Source: an optimization exercise on an open RTL-to-GDS flow (aim: small area and a short achievable clock period). Production flows keep margins and buffers that such runs may drop. Only simulation tests tie the RTL to the original design; equivalence was not proved. Power figures rest on the tool's default switching activity, not on a simulated workload.

amber:
## reg_file_sb
module reg_file_sb
#(
    parameter int               XLEN    = rf_pkg::XLEN_DEF,
    parameter int               NREGS   = rf_pkg::NREGS_DEF,
    parameter int               NRD     = 2,
    parameter int               SP_IDX  = 2,
    parameter logic [XLEN-1:0]  SP_INIT = XLEN'('h200),
    parameter bit               BYPASS  = 1'b1,
    localparam int              AW      = $clog2(NREGS)
) (
    input  logic                clk,
    input  logic                rst_n,
    input  logic [NRD*AW-1:0]   rd_addr,
    output logic [NRD*XLEN-1:0] rd_data,
    output logic [NRD-1:0]      rd_busy,
    input  logic                wr_en,
    input  logic [AW-1:0]       wr_addr,
    input  logic [XLEN-1:0]     wr_data,
    input  logic                iss_en,
    input  logic [AW-1:0]       iss_rd,
    output logic                iss_stall,
    input  logic                flush,
    output logic [AW:0]         busy_cnt
);
Size in the first run: ~2,600 cells after synthesis, roughly 44,000 um2 of cells after synthesis.
clock: 26.0 ns
lec_check: 0
cap_margin: 20
core_margin: 2
core_utilization: 40
slew_margin: 20
synth_hierarchical: 1
standard.sh (not shown) runs the stock make flow with config.mk's settings and CLKGATE_MAP_FILE= SYNTH_SCRIPT=/design/flow/synth_recipe.tcl, a recipe that flattens the netlist after the stock synthesis.
==> flow/flow/run.sh <==
#!/bin/bash
# Standard layout (the standard.sh on the ORFS make targets) with:
#  - port buffers made from buf_4 cells instead of the default delay buffers;
#  - clock-tree synthesis with larger sink clusters and no dummy loads;
#  - timing repair aiming for extra setup slack on the port-to-port paths,
#    done after placement only (synthesis buffers are removed at floorplan
#    instead of the pre-placement timing repair).
# ORFS writes each step's log under orfs/logs; make's output is standard.log.
set -euo pipefail
bash standard.sh \
  "BUFFER_PORTS_ARGS=-buffer_cell sky130_fd_sc_hd__buf_4" \
  "CTS_ARGS=-sink_clustering_enable -repair_clock_nets -dont_use_dummy_load -sink_clustering_size 24 -sink_clustering_max_diameter 100" \
  "SETUP_SLACK_MARGIN=13.2" \
  "REMOVE_ABC_BUFFERS=1" \
  finish > standard.log 2>&1
amber completed every stage of the flow, and the final layout passed the timing, design-rule and antenna checks.
The inputs of zinc differ from those of amber as listed below.
# amber
export LEC_CHECK = 0
export CAP_MARGIN = 20
export CORE_MARGIN = 2
export CORE_UTILIZATION = 40
export SLEW_MARGIN = 20
export SYNTH_HIERARCHICAL = 1
create_clock -name core_clock -period 26.0 [get_ports {clk}]
# zinc
export LEC_CHECK = 0
export CAP_MARGIN = 20
export CORE_MARGIN = 2
export CORE_UTILIZATION = 50
export SLEW_MARGIN = 20
export SYNTH_HIERARCHICAL = 1
create_clock -name core_clock -period 26.0 [get_ports {clk}]
--- a/flow/flow/run.sh
+++ b/flow/flow/run.sh
@@ -5,3 +5 @@
-#  - timing repair aiming for extra setup slack on the port-to-port paths,
-#    done after placement only (synthesis buffers are removed at floorplan
-#    instead of the pre-placement timing repair).
+#  - timing repair aiming for extra setup slack on the port-to-port paths.
@@ -14 +11,0 @@
-  "REMOVE_ABC_BUFFERS=1" \
Results
Row sequential cell fraction of total power: zinc higher / amber lower. Post-CTS repair timing setup buffer count: lower on amber. Switching power as a share of total power in zinc is 0.17 points below amber.

---

== the baseline ==
Another version of the RTL of reg_file_sb (not shown whole).
For scale: ~2600 cells after synthesis, about 130 I/O pins, about 44000 sq um of cells after synthesis.
==> flow/config.mk <==
export PLATFORM = sky130hd
export DESIGN_NAME = reg_file_sb
export DESIGN_NICKNAME = reg_file_sb
export VERILOG_FILES = /design/flow/design.v
export SDC_FILE = /design/flow/constraint.sdc
export NUM_CORES = 4
export LEC_CHECK = 0
export CAP_MARGIN = 20
export CORE_MARGIN = 2
export CORE_UTILIZATION = 40
export SLEW_MARGIN = 20
export SYNTH_HIERARCHICAL = 1
==> flow/constraint.sdc <==
create_clock -name core_clock -period 26.0 [get_ports {clk}]
set_input_delay 5.2000 -clock core_clock [delete_from_list [all_inputs] [get_ports {clk}]]
set_output_delay 5.2000 -clock core_clock [all_outputs]
set_load 0.01 [all_outputs]
==> flow/flow/run.sh <==
#!/bin/bash
# Standard layout (the standard.sh on the ORFS make targets) with:
#  - port buffers made from buf_4 cells instead of the default delay buffers;
#  - clock-tree synthesis with larger sink clusters and no dummy loads;
#  - timing repair aiming for extra setup slack on the port-to-port paths.
# ORFS writes each step's log under orfs/logs; make's output is standard.log.
set -euo pipefail
bash standard.sh \
  "BUFFER_PORTS_ARGS=-buffer_cell sky130_fd_sc_hd__buf_4" \
  "CTS_ARGS=-sink_clustering_enable -repair_clock_nets -dont_use_dummy_load -sink_clustering_size 24 -sink_clustering_max_diameter 100" \
  "SETUP_SLACK_MARGIN=13.0" \
  finish > standard.log 2>&1
Relative to the baseline, the following input files were edited for the candidate:
-- flow/flow/run.sh --
<<< the baseline, line 9
  "BUFFER_PORTS_ARGS=-buffer_cell sky130_fd_sc_hd__buf_4" \
  "CTS_ARGS=-sink_clustering_enable -repair_clock_nets -dont_use_dummy_load -sink_clustering_size 24 -sink_clustering_max_diameter 100" \
  "SETUP_SLACK_MARGIN=13.0" \
  finish > standard.log 2>&1
>>> the candidate, line 9
  "BUFFER_PORTS_ARGS=-buffer_cell sky130_fd_sc_hd__buf_4" \
  "CTS_ARGS=-sink_clustering_enable -repair_clock_nets -dont_use_dummy_load -sink_clustering_size 24 -sink_clustering_max_diameter 100" \
  "SETUP_SLACK_MARGIN=13.2" \
  finish > standard.log 2>&1
==> results.txt <==
- Antenna cell count is lower on the baseline
- Against the baseline, the candidate reports a number of post-CTS setup repair buffers that is higher.
- Count of buffers not belonging to the clock network in the layout (the candidate over the baseline): increase, 17%
- Of the candidate and the baseline, the run reporting the higher power was the candidate.
- [compare] base=the baseline new=the candidate: power of the combinational group closely matched the old numbers; shortest clock period the worst path allows after layout decreased by 0.19 ns relative to the old numbers; worst hold slack decreased by 0.0060 ns relative to the old numbers.

separate check: timing with driven ports:
The flow's constraints put no driver on any port. The routed layouts listed below were extracted and timed again, unchanged, in two steps. Step 1, drivers: a clkbuf_16 drives clk and a buf_2 each remaining input, both assumed. Step 2, shift: input delay + t, output delay - t, t = (earliest + latest rising clock arrival at the registers) / 2. This alone moves slack from input paths to output paths. Three values: no drivers, after step 1, after step 2; two values: the first two.
run	shift t [ns]	slack for setup (ns)	hold slack, ns
amber	0.709	13.076 / 13.007 / 13.007	0.496 / 0.496 / 0.496
zinc	0.695	13.046 / 13.009 / 13.009	0.492 / 0.492 / 0.492
the baseline	0.712	12.958 / 12.802 / 12.802	0.496 / 0.496 / 0.496
the candidate	0.746	13.150 / 13.028 / 13.028	0.490 / 0.490 / 0.490
After both steps every run listed still meets setup and hold. The setup slack of the baseline, which loses most, moves by -0.156 ns with the drivers and by -0.156 ns with both steps.
